This is an optimization exercise on Yosys and OpenROAD, whose aim is small area, a short achievable clock period and few clock cycles per item, not a production implementation.
At most, simulation tests tie the RTL to the original design; equivalence was not proved.

==> inputs of run P <==
// svf_multichannel
module svf_multichannel #(
  parameter int SAMPLE_BITS = 16,
  parameter int CHANNELS    = 4,
  parameter int COEF_BITS   = 18
) (
  input  logic                            clk,
  input  logic                            rst,
  input  logic                            sample_clk,
  input  logic [CHANNELS*SAMPLE_BITS-1:0] in_data,
  input  logic [CHANNELS*COEF_BITS-1:0]   F,
  input  logic [CHANNELS*COEF_BITS-1:0]   Q1,
  input  logic [CHANNELS*2-1:0]           mode,
  input  logic [CHANNELS-1:0]             clear,
  output logic [CHANNELS*SAMPLE_BITS-1:0] out_data,
  output logic                            out_valid,
  output logic                            busy,
  output logic                            overrun
);
  localparam int W  = 19;
  localparam int SP = 15;   
  function automatic logic [15:0] clamp16(input logic [W-1:0] v);
    if (v[18:15] == 4'b0000 || v[18:15] == 4'b1111) clamp16 = v[15:0];
    else clamp16 = v[18] ? 16'h8000 : 16'h7fff;
  endfunction
  logic       sc_hist_reg, busy_reg, out_valid_reg, overrun_reg, zero_reg;
  logic [2:0] ph_reg;
  logic       edge_seen, start;
  assign edge_seen = sample_clk & ~sc_hist_reg;
  assign start     = edge_seen & ~busy_reg;
  assign busy      = busy_reg;
  assign out_valid = out_valid_reg;
  assign overrun   = overrun_reg;
  always_ff @(posedge clk) begin
    if (rst) begin
      sc_hist_reg   <= 1'b0;
      busy_reg      <= 1'b0;
      out_valid_reg <= 1'b0;
      overrun_reg   <= 1'b0;
      zero_reg      <= 1'b1;
      ph_reg        <= 3'd0;
    end else begin
      sc_hist_reg   <= sample_clk;
      overrun_reg   <= edge_seen & busy_reg;
      out_valid_reg <= 1'b0;
      if (start) begin
        busy_reg <= 1'b1;
        ph_reg   <= 3'd1;
      end else if (busy_reg) begin
        ph_reg <= ph_reg + 3'd1;
        if (ph_reg == 3'd7) begin
          busy_reg      <= 1'b0;
  ...
export LEC_CHECK = 0
export CAP_MARGIN = 20
export CORE_MARGIN = 2
export CORE_UTILIZATION = 55
export SLEW_MARGIN = 20
export SYNTH_HIERARCHICAL = 1
create_clock -name core_clock -period 12.0 [get_ports {clk}]
standard.sh (not shown) runs the stock make flow with config.mk's settings and CLKGATE_MAP_FILE= SYNTH_SCRIPT=/design/flow/synth_recipe.tcl, a recipe that flattens the netlist after the stock synthesis.
==> flow/flow/run.sh <==
#!/bin/bash
# The standard layout (standard synthesis included), with two changes to how the
# layout is made: timing repair is asked to leave more setup slack than the default,
# so that paths end up well inside the period, and the port buffers are buf_1 cells.
set -euo pipefail
bash standard.sh SETUP_SLACK_MARGIN=8 "BUFFER_PORTS_ARGS=-buffer_cell sky130_fd_sc_hd__buf_1" finish > standard_flow.log 2>&1
==> run H (differences from run P) <==
--- a/flow/design.v
+++ b/flow/design.v
@@ -53,12 +53,13 @@
         end
         if (ph_reg == 3'd4) zero_reg <= 1'b0;
       end
     end
   end
   wire lp_shift = busy_reg & ~(ph_reg[2] & ph_reg[1]);   
+  wire bp_shift = busy_reg;                               
   logic [15:0] fx_reg [4];
   logic [17:0] ff_reg [1:3];
   logic [17:0] fq_reg [1:3];
   logic [1:0]  fm_reg [4];
   logic        fc_reg [4];
   logic [26:0] fd_reg, qd_reg;
@@ -108,48 +109,54 @@
       else       lp_reg[0] <= (head_in & zero_head) ? '0 : lp_reg[1];
     end
     if (lp_shift) begin
       for (int i = 1; i < 3; i++) lp_reg[i] <= lp_reg[i+1];
       lp_reg[3] <= lpn;
     end
-    if (start | busy_reg) begin
-      for (int i = 0; i < 3; i++) bp_reg[i] <= bp_reg[i+1];
-      if (ph_reg[2]) bp_reg[3] <= bpn;                     
-      else           bp_reg[3] <= zero_head ? '0 : bp_reg[0];
+    if (bp_shift | start) begin
+      if (start) bp_reg[0] <= zero_head ? '0 : bp_reg[0];
+      else       bp_reg[0] <= (head_in & zero_head) ? '0 : bp_reg[1];
+    end
+    if (bp_shift) begin
+      for (int i = 1; i < 3; i++) bp_reg[i] <= bp_reg[i+1];
+      bp_reg[3] <= bpn;
     end
   end
   logic [35-SP:0] fs1, fc1;
   logic [34-SP:0] qs1, qc1;
   logic           fl1, ql1;
-  svf_mac_f u_macf (.a(bp_reg[3]), .one(fd_reg[8:0]), .two(fd_reg[17:9]), .neg(fd_reg[26:18]),
+  svf_mac_f u_macf (.a(bp_reg[0]), .one(fd_reg[8:0]), .two(fd_reg[17:9]), .neg(fd_reg[26:18]),
                     .c(lp_reg[0]), .ys(fs1), .yc(fc1), .cl(fl1));
-  svf_mac_q u_macq (.a(bp_reg[3]), .one(qd_reg[8:0]), .two(qd_reg[17:9]), .neg(qd_reg[26:18]),
+  svf_mac_q u_macq (.a(bp_reg[0]), .one(qd_reg[8:0]), .two(qd_reg[17:9]), .neg(qd_reg[26:18]),
                     .c({{3{fx_reg[0][15]}}, fx_reg[0]}), .ys(qs1), .yc(qc1), .cl(ql1));
   logic [35-SP:0] fs2_reg, fc2_reg;
   logic [34-SP:0] qs2_reg, qc2_reg;
   logic           fl2_reg, ql2_reg;
+  logic [W-1:0]   bp2_reg;
   logic [26:0]    fd2_reg;
   logic [1:0]     m2_reg;
   always_ff @(posedge clk) begin
     fs2_reg <= fs1;
     fc2_reg <= fc1;
     fl2_reg <= fl1;
     qs2_reg <= qs1;
     qc2_reg <= qc1;
     ql2_reg <= ql1;
+    bp2_reg <= bp_reg[0];
     fd2_reg <= fd_reg;
     m2_reg  <= fm_reg[0];
   end
   logic [W-1:0] hp2;
   svf_s2 u_s2 (.fs(fs2_reg), .fc(fc2_reg), .fl(fl2_reg), .qs(qs2_reg), .qc(qc2_reg),
                .ql(ql2_reg), .lpn(lpn), .hp(hp2));
-  logic [W-1:0] hp3_reg;
+  logic [W-1:0] hp3_reg, bp3_reg;
   logic [26:0]  fd3_reg;
   logic [1:0]   m3_reg;
   always_ff @(posedge clk) begin
     hp3_reg <= hp2;
+    bp3_reg <= bp2_reg;
     fd3_reg <= fd2_reg;
     m3_reg  <= m2_reg;
   end
   logic [W-1:0] notch3, sel3;
   assign notch3 = hp3_reg + lp_reg[3];
   always_comb begin
@@ -159,13 +166,13 @@
       default: sel3 = lp_reg[3];
     endcase
   end
   logic [35-SP:0] bs3, bc3;
   logic           bl3;
   svf_mac_f u_macb (.a(hp3_reg), .one(fd3_reg[8:0]), .two(fd3_reg[17:9]), .neg(fd3_reg[26:18]),
-                    .c(bp_reg[1]), .ys(bs3), .yc(bc3), .cl(bl3));
+                    .c(bp3_reg), .ys(bs3), .yc(bc3), .cl(bl3));
   logic [35-SP:0] bs4_reg, bc4_reg;
   logic           bl4_reg;
   logic [15:0]    sel4_reg;
   logic           isbp4_reg;
   always_ff @(posedge clk) begin
     bs4_reg   <= bs3;
CORE_UTILIZATION = 40   (was 55)
CTS_BUF_LIST = sky130_fd_sc_hd__clkbuf_8 sky130_fd_sc_hd__clkbuf_16   (was unset)
CTS_CLUSTER_DIAMETER = 80   (was unset)
CTS_CLUSTER_SIZE = 40   (was unset)
==> run Z (differences from run P) <==
CORE_UTILIZATION = 40   (was 55)
CTS_BUF_LIST = sky130_fd_sc_hd__clkbuf_8   (was unset)
CTS_CLUSTER_DIAMETER = 50   (was unset)
CTS_CLUSTER_SIZE = 20   (was unset)
==> results.txt <==
| metric | run Z | run H | run P |
|---|---|---|---|
| Sequential area share after synthesis | 32.2% | 33.1% | 32.2% |
| Area share of xor/xnor cells in the synthesized design | 11.4% | 11.2% | 11.4% |
| Non-Clock Buffer Area Fraction | 4.33% | 4.85% | 4.03% |
| Wire length the detailed router placed on met1 | 52600 um | 53400 um | 50400 um |
| Global-route wire length before repair | 190000 um | 185000 um | 182000 um |
| Die Y | 347 um | 351 um | 297 um |
| CTS-repair resized insts | 60 | 69 | 45 |
| Cell with the biggest individual delay on the critical path | sky130_fd_sc_hd__fa_1 | sky130_fd_sc_hd__fa_2 | sky130_fd_sc_hd__fa_1 |
| Data arrival time of the critical path | 4700 ps | 4470 ps | 4410 ps |
| First-pass iteration count of the detailed router | 7 | 6 | 6 |
| Outcome | no timing/DRC/antenna violations | no timing/DRC/antenna violations | no timing/DRC/antenna violations |
| Maximum fanout count along the critical path | 37 | 7 | 37 |
| WP depth | 12 | 13 | 11 |
| CTS root buffer | sky130_fd_sc_hd__clkbuf_8 | sky130_fd_sc_hd__clkbuf_16 | sky130_fd_sc_hd__clkbuf_16 |
| Library cell appearing most often on the critical path | sky130_fd_sc_hd__fa_1 | sky130_fd_sc_hd__fa_2 | sky130_fd_sc_hd__fa_1 |
| Uppermost layer routed | met5 | met5 | met4 |
| Number of cells after detailed placement | 5344 | 5547 | 4960 |
| # Taps | 1524 | 1612 | 1144 |
| Number of distinct library cell variants in the gate-level netlist after synthesis | 86 | 77 | 86 |
| Vias after detailed routing | 30000 | 30400 | 29400 |
| Worst Tran Pin Value | 1160 ps | 1160 ps | 1160 ps |
| Origin of the worst setup path | bp_reg[3][5] | bp_reg[0][10] | bp_reg[3][3] |
| Hold path endpoint | fd3_reg[13] | fd3_reg[13] | fd3_reg[24] |
Testbench counts of run P, summed over its fixed seeds: cycles 25,608, frames 3,200.
Testbench counts of run H, summed over its fixed seeds: cycles 25,608, frames 3,200.
Testbench counts of run Z, summed over its fixed seeds: cycles 25,608, frames 3,200.

========
==> exp/quartz: inputs <==
svf_multichannel, a different RTL version from the one above (not shown whole).
// svf_multichannel
module svf_multichannel #(
  parameter int SAMPLE_BITS = 16,
  parameter int CHANNELS    = 4,
  parameter int COEF_BITS   = 18
) (
  input  logic                            clk,
  input  logic                            rst,
  input  logic                            sample_clk,
  input  logic [CHANNELS*SAMPLE_BITS-1:0] in_data,
  input  logic [CHANNELS*COEF_BITS-1:0]   F,
  input  logic [CHANNELS*COEF_BITS-1:0]   Q1,
  input  logic [CHANNELS*2-1:0]           mode,
  input  logic [CHANNELS-1:0]             clear,
  output logic [CHANNELS*SAMPLE_BITS-1:0] out_data,
  output logic                            out_valid,
  output logic                            busy,
  output logic                            overrun
);
  localparam int W = 19;
  function automatic logic [15:0] clamp16(input logic [W-1:0] v);
    if (v[18:15] == 4'b0000 || v[18:15] == 4'b1111) clamp16 = v[15:0];
    else clamp16 = v[18] ? 16'h8000 : 16'h7fff;
  endfunction
  logic       sc_hist_reg, busy_reg, out_valid_reg, overrun_reg, zero_reg;
  logic [2:0] ph_reg;
  logic       edge_seen, start;
  assign edge_seen = sample_clk & ~sc_hist_reg;
  assign start     = edge_seen & ~busy_reg;
  assign busy      = busy_reg;
  assign out_valid = out_valid_reg;
  assign overrun   = overrun_reg;
  always_ff @(posedge clk) begin
    if (rst) begin
      sc_hist_reg   <= 1'b0;
      busy_reg      <= 1'b0;
      out_valid_reg <= 1'b0;
      overrun_reg   <= 1'b0;
      zero_reg      <= 1'b1;
      ph_reg        <= 3'd0;
    end else begin
      sc_hist_reg   <= sample_clk;
      overrun_reg   <= edge_seen & busy_reg;
      out_valid_reg <= 1'b0;
      if (start) begin
        busy_reg <= 1'b1;
        ph_reg   <= 3'd1;
      end else if (busy_reg) begin
        ph_reg <= ph_reg + 3'd1;
        if (ph_reg == 3'd6) begin
          busy_reg      <= 1'b0;
          out_valid_reg <= 1'b1;
        end
        if (ph_reg == 3'd4) zero_reg <= 1'b0;
      end
    end
  end
  wire lp_shift = busy_reg & ~ph_reg[2] | busy_reg & (ph_reg == 3'd4);   
  wire bp_shift = busy_reg;                                            
  logic [15:0] fx_reg [4];
  logic [17:0] ff_reg [4];
  ...
Settings: LEC_CHECK=0, CAP_MARGIN=20, CORE_MARGIN=2, CORE_UTILIZATION=40, SETUP_SLACK_MARGIN=5, SLEW_MARGIN=20; clock period 12.0 ns.
run.sh (not shown) runs the stock make flow with config.mk's settings and CLKGATE_MAP_FILE= SYNTH_SCRIPT=/design/flow/synth_recipe.tcl, a recipe that flattens the netlist after the stock synthesis.
Stock flow here: none of the scripts above is used.
==> exp/nickel (differences from exp/quartz) <==
Settings changed: SETUP_SLACK_MARGIN 5 to default.
==> results.txt <==
- In final cell count, exp/nickel and exp/quartz hardly differ.
- Clock skew: exp/quartz is higher than exp/nickel (23 ps).
- In exp/quartz the fmax is larger than in exp/nickel, by about 10%.
- Between exp/quartz and exp/nickel, the lower clock-buffer cell count is in exp/quartz (gap 6).
- Die area is the same in exp/nickel and exp/quartz.
==> figures <==
| quantity | exp/nickel | exp/quartz |
|---|---|---|
| Via/cell ratio | 5.803 | 5.813 |
| Drt wl/cell | 21.25 um | 21.27 um |
| Top Layer Used | met4 | met5 |
| Critical R2R Launch | ff_reg[0][3] | bp_reg[0][12] |
| Share of layout cells above drive strength 1 | 0.07666 | 0.08360 |
| Fillers | 12460 | 12440 |
| Maximum number of pins on one net before global-route repair | 139 | 91 |
| Result of the run | no timing/DRC/antenna violations | no timing/DRC/antenna violations |
| WP buf/inv | 1 | 4 |
| Area used by multi-input combinational logic | 0.03363 mm2 | 0.03375 mm2 |
| Period minus WS final | 7475 ps | 6758 ps |
| Met1 usage | 0.3426 | 0.3411 |
| Utilization after layout | 0.4521 | 0.4537 |
Function was not checked in any run of this note: the RTL went through the layout flow alone.

port drivers added, routing unchanged:
How much do the figures lean on ideal ports? The routed layouts below were timed once more, with nothing changed but the port constraints. Step 1 sets driving cells, clkbuf_16 on the clock port and buf_2 on the other inputs (assumed; they add their load-dependent delay and slew). Step 2 also shifts input and output timing later by t, the mid clock arrival at the registers, as if the neighbouring blocks saw the same clock. Slacks: ideal / step 1 / step 2; pairs: ideal / step 1.
| run | t (ns) | setup slack, ns | worst data-port slew with drivers (ns) |
|---|---|---|---|
| run P | 0.686 | 8.091 / 8.070 / 7.858 | 0.07 |
| run H | 0.711 | 8.043 / 8.043 / 7.484 | 0.06 |
| run Z | 0.807 | 7.963 / 7.963 / 7.717 | 0.12 |
| exp/quartz | 0.730 | 5.242 / 5.242 / 5.242 | 0.07 |
| exp/nickel | 0.744 | 4.525 / 4.525 / 4.525 | 0.07 |
After both steps setup and hold are still met in every run listed. The setup slack of run H, which loses most, moves by 0.000 ns with the drivers and by -0.559 ns with both steps.
